Background: an optimization exercise with open tools, aiming at small area. Do not read the settings as production practice. Function was checked by simulation only, so behaviour that the tests miss may differ from the original. Power and IR drop assume default switching activity.

==> flow/design.v <==
`timescale 1ns/1ps
`default_nettype none
module orderBookDirectoryParser
(
    input  wire logic                    clk,
    input  wire logic                    rst,
    input  wire logic [(8 * 8)-1:0]   dataIn,
    input  wire logic                    wordValid,
    input  wire logic                    start,
    input  wire logic [3-1:0] startOffset,
    output logic                         recordValid,
    output logic [31:0]                  timeStamp,
    output logic [31:0]                  orderBookId,
    output logic [(8 * 8)-1:0]        symbol,
    output logic [95:0]                  isin,
    output logic [7:0]                   financialProduct,
    output logic [23:0]                  tradingCurrency,
    output logic [15:0]                  decimalsInPrice,
    output logic [15:0]                  decimalsInNominalValue,
    output logic [31:0]                  oddLotSize,
    output logic [31:0]                  roundLotSize,
    output logic [31:0]                  blockLotSize,
    output logic [(8 * 8)-1:0]        nominalValue
);
    localparam int MSG_BYTES = 7 * 8;
    localparam int MSG_BITS = MSG_BYTES * 8;
    logic [2:0]              beat;        
    logic [3-1:0] offset;      
    logic                    pending;     
    logic [MSG_BITS-1:0]     msgBuf;      
    logic [MSG_BITS-1:0]     record;
    logic                    busy;
    logic                    firstBeat;
    logic                    anyBeat;
    logic                    lastBeat;
    logic [3-1:0] shift;
    logic [(8 * 8)-1:0]   rotWord;
    logic [7:0]              beatIs;      
    logic [7:0]              wraps;       
    logic [MSG_BYTES-1:0]    writeByte;
    logic [MSG_BYTES-1:0]    keepByte;
    logic                    loadRecord;
    logic                    holdRecord;
    function automatic logic [2:0] gray(input logic [2:0] n);
        gray = n ^ (n >> 1);
    endfunction
    function automatic logic [2:0] grayNext(input logic [2:0] g);
        case (g)
            3'b000: grayNext = 3'b001;
            3'b001: grayNext = 3'b011;
            3'b011: grayNext = 3'b010;
            3'b010: grayNext = 3'b110;
            3'b110: grayNext = 3'b111;
            3'b111: grayNext = 3'b101;
            3'b101: grayNext = 3'b100;
            default: grayNext = 3'b000;
        endcase
    endfunction
    assign busy = (beat != 3'd0);
    assign firstBeat = !busy && wordValid && start;
    assign anyBeat = firstBeat || (busy && wordValid);
    assign lastBeat = busy && wordValid &&
                      ((beat == gray(3'd7)) || ((beat == gray(3'd6)) && (offset == '0)));
    for (genvar i = 0; i < 3; i++) begin : g_shift
        selectBit shiftSel (
            .a    (offset[i]),
            .aSel (busy),
            .b    (startOffset[i]),
            .bSel (!busy),
            .y    (shift[i])
        );
    end
    always_ff @(posedge clk) begin
        if (rst) begin
            beat <= 3'd0;
            pending <= 1'b0;
            recordValid <= 1'b0;
        end else begin
            pending <= lastBeat;
            recordValid <= pending;
            if (lastBeat) begin
                beat <= 3'd0;
            end else if (anyBeat) begin
                beat <= grayNext(beat);
            end
        end
    end
    always_ff @(posedge clk) begin
        offset <= shift;
    end
    byteRotator rotatorInst (
        .word  (dataIn),
        .shift (shift),
        .shiftN (~shift),
        .y     (rotWord)
    );
    always_comb begin
        for (int b = 0; b < 8; b++) begin
            beatIs[b] = anyBeat && (beat == gray(3'(b)));
        end
        for (int j = 0; j < 8; j++) begin
            wraps[j] = (j > 0) && (shift >= 3'(8 - j));
        end
    end
    for (genvar w = 0; w < 7; w++) begin : g_word
        assign writeByte[8 * w] = beatIs[w];
        assign keepByte[8 * w] = !beatIs[w];
        for (genvar j = 1; j < 8; j++) begin : g_byte
            if (8 * w + j == MSG_BYTES - 1) begin : g_last
                assign writeByte[8 * w + j] = 1'b1;
                assign keepByte[8 * w + j] = 1'b0;
            end else begin : g_enable
                byteEnable enableInst (
                    .wraps  (wraps[j]),
                    .wrapsN (!wraps[j]),
                    .now    (beatIs[w]),
                    .next   (beatIs[w + 1]),
                    .write  (writeByte[8 * w + j]),
                    .keep   (keepByte[8 * w + j])
                );
            end
        end
    end
    assign loadRecord = pending && !rst;
    assign holdRecord = !pending && !rst;
    logic [MSG_BITS-1:0] msgBufNext;
    logic [MSG_BITS-1:0] recordNext;
    for (genvar i = 0; i < MSG_BITS; i++) begin : g_bit
        if (i / 8 == MSG_BYTES - 1) begin : g_last
            assign msgBufNext[i] = rotWord[i % (8 * 8)];
        end else begin : g_held
            selectBit bufSel (
                .a    (rotWord[i % (8 * 8)]),
                .aSel (writeByte[i / 8]),
                .b    (msgBuf[i]),
                .bSel (keepByte[i / 8]),
                .y    (msgBufNext[i])
            );
        end
        selectBit recordSel (
            .a    (msgBuf[i]),
            .aSel (loadRecord),
            .b    (record[i]),
            .bSel (holdRecord),
            .y    (recordNext[i])
        );
    end
    always_ff @(posedge clk) begin
        msgBuf <= msgBufNext;
        record <= recordNext;
    end
    assign timeStamp = record[31:0];
    assign orderBookId = record[63:32];
    assign symbol = record[127:64];
    assign isin = record[223:128];
    assign financialProduct = record[231:224];
    assign tradingCurrency = record[255:232];
    assign decimalsInPrice = record[271:256];
    assign decimalsInNominalValue = record[287:272];
    assign oddLotSize = record[319:288];
    assign roundLotSize = record[351:320];
    assign blockLotSize = record[383:352];
    assign nominalValue = record[447:384];
endmodule
module selectBit
(
    input  wire logic a,
    input  wire logic aSel,
    input  wire logic b,
    input  wire logic bSel,
    output logic      y
);
    assign y = (a & aSel) | (b & bSel);
endmodule
module byteEnable
(
    input  wire logic wraps,
    input  wire logic wrapsN,
    input  wire logic now,
    input  wire logic next,
    output logic      write,
    output logic      keep
);
    selectBit writeInst (
        .a    (next),
        .aSel (wraps),
        .b    (now),
        .bSel (wrapsN),
        .y    (write)
    );
    assign keep = !write;
endmodule
module byteRotator
(
    input  wire logic [(8 * 8)-1:0]   word,
    input  wire logic [3-1:0] shift,
    input  wire logic [3-1:0] shiftN,
    output logic [(8 * 8)-1:0]        y
);
    logic [(8 * 8)-1:0] by1;     
    logic [(8 * 8)-1:0] by2;     
    for (genvar i = 0; i < (8 * 8); i++) begin : g_bit
        selectBit stage1 (
            .a    (word[(i + 8) % (8 * 8)]),
            .aSel (shift[0]),
            .b    (word[i]),
            .bSel (shiftN[0]),
            .y    (by1[i])
        );
        selectBit stage2 (
            .a    (by1[(i + 16) % (8 * 8)]),
            .aSel (shift[1]),
            .b    (by1[i]),
            .bSel (shiftN[1]),
            .y    (by2[i])
        );
        selectBit stage3 (
            .a    (by2[(i + 32) % (8 * 8)]),
            .aSel (shift[2]),
            .b    (by2[i]),
            .bSel (shiftN[2]),
            .y    (y[i])
        );
    end
endmodule
`default_nettype wire
==> flow/config.mk <==
export PLATFORM = sky130hd
export DESIGN_NAME = orderBookDirectoryParser
export DESIGN_NICKNAME = orderBookDirectoryParser
export VERILOG_FILES = /design/flow/design.v
export SDC_FILE = /design/flow/constraint.sdc
export NUM_CORES = 4
export LEC_CHECK = 0
export CAP_MARGIN = 20
export CORE_MARGIN = 2
export CORE_UTILIZATION = 75
export SLEW_MARGIN = 20
export SYNTH_HIERARCHICAL = 1
==> flow/constraint.sdc <==
create_clock -name core_clock -period 5.0 [get_ports {clk}]
set_input_delay 1.0000 -clock core_clock [delete_from_list [all_inputs] [get_ports {clk}]]
set_output_delay 1.0000 -clock core_clock [all_outputs]
set_load 0.01 [all_outputs]
standard.sh (not shown) runs the stock make flow with config.mk's settings and CLKGATE_MAP_FILE= SYNTH_SCRIPT=/design/flow/synth_recipe.tcl, a recipe that flattens the netlist after the stock synthesis.
==> flow/flow/run.sh <==
#!/bin/bash
# The standard layout, with two changes: the port buffers are the smallest
# buffer cell, and clock tree synthesis is tuned for area.
set -euo pipefail
bash standard.sh synth > synth.log 2>&1
bash standard.sh \
    "BUFFER_PORTS_ARGS=-buffer_cell sky130_fd_sc_hd__buf_1" \
    "CTS_ARGS=-sink_clustering_enable -repair_clock_nets -dont_use_dummy_load -buf_list sky130_fd_sc_hd__clkbuf_8 -sink_clustering_size 20 -sink_clustering_max_diameter 55" \
    finish > layout.log 2>&1
The starting point passed the timing, design-rule and antenna checks.
==> next run, changes <==
==> flow/flow/run.sh (replaced) <==
#!/bin/bash
# The standard layout, with two changes: the port buffers are the smallest
# buffer cell, and clock tree synthesis is tuned for area.
set -euo pipefail
bash standard.sh synth > synth.log 2>&1
bash standard.sh \
    "BUFFER_PORTS_ARGS=-buffer_cell sky130_fd_sc_hd__buf_1" \
    "CTS_ARGS=-sink_clustering_enable -repair_clock_nets -dont_use_dummy_load -buf_list sky130_fd_sc_hd__clkbuf_8 -sink_clustering_size 18 -sink_clustering_max_diameter 50" \
    finish > layout.log 2>&1
Effect: The changed run completed with no timing, DRC or antenna violations; clock skew decreases by 18 ps; power goes up by 0.64%; worst hold slack gets better by 4.6 ps; clock-buffer cell count is higher by 5; clock power came out higher by about 3%; combinational power barely changes; final area is about the same; global-route usage grows by 0.24 points.

## what the ideal ports hide
How much do the figures lean on ideal ports? The routed layouts below were timed once more, with nothing changed but the port constraints. Step 1 (the two cells are an assumption about what drives the block):
set clk [get_ports {clk}]
set_driving_cell -lib_cell sky130_fd_sc_hd__clkbuf_16 $clk
set_driving_cell -lib_cell sky130_fd_sc_hd__buf_2 [delete_from_list [all_inputs] $clk]
Step 2, shift: input delay + t, output delay - t, t = (earliest + latest rising clock arrival at the registers) / 2. This alone moves slack from input paths to output paths. Three values: ideal, step 1, step 2; two values: the first two.
run	t, ns	slack for setup (ns)	worst data-port slew with drivers (ns)
the first run	0.744	1.183 / 1.183 / 0.968	0.16
the second run	0.740	1.112 / 1.112 / 0.991	0.15
After both steps setup and hold are still met in every run listed. The setup slack of the first run, which loses most, moves by 0.000 ns with the drivers and by -0.215 ns with both steps.
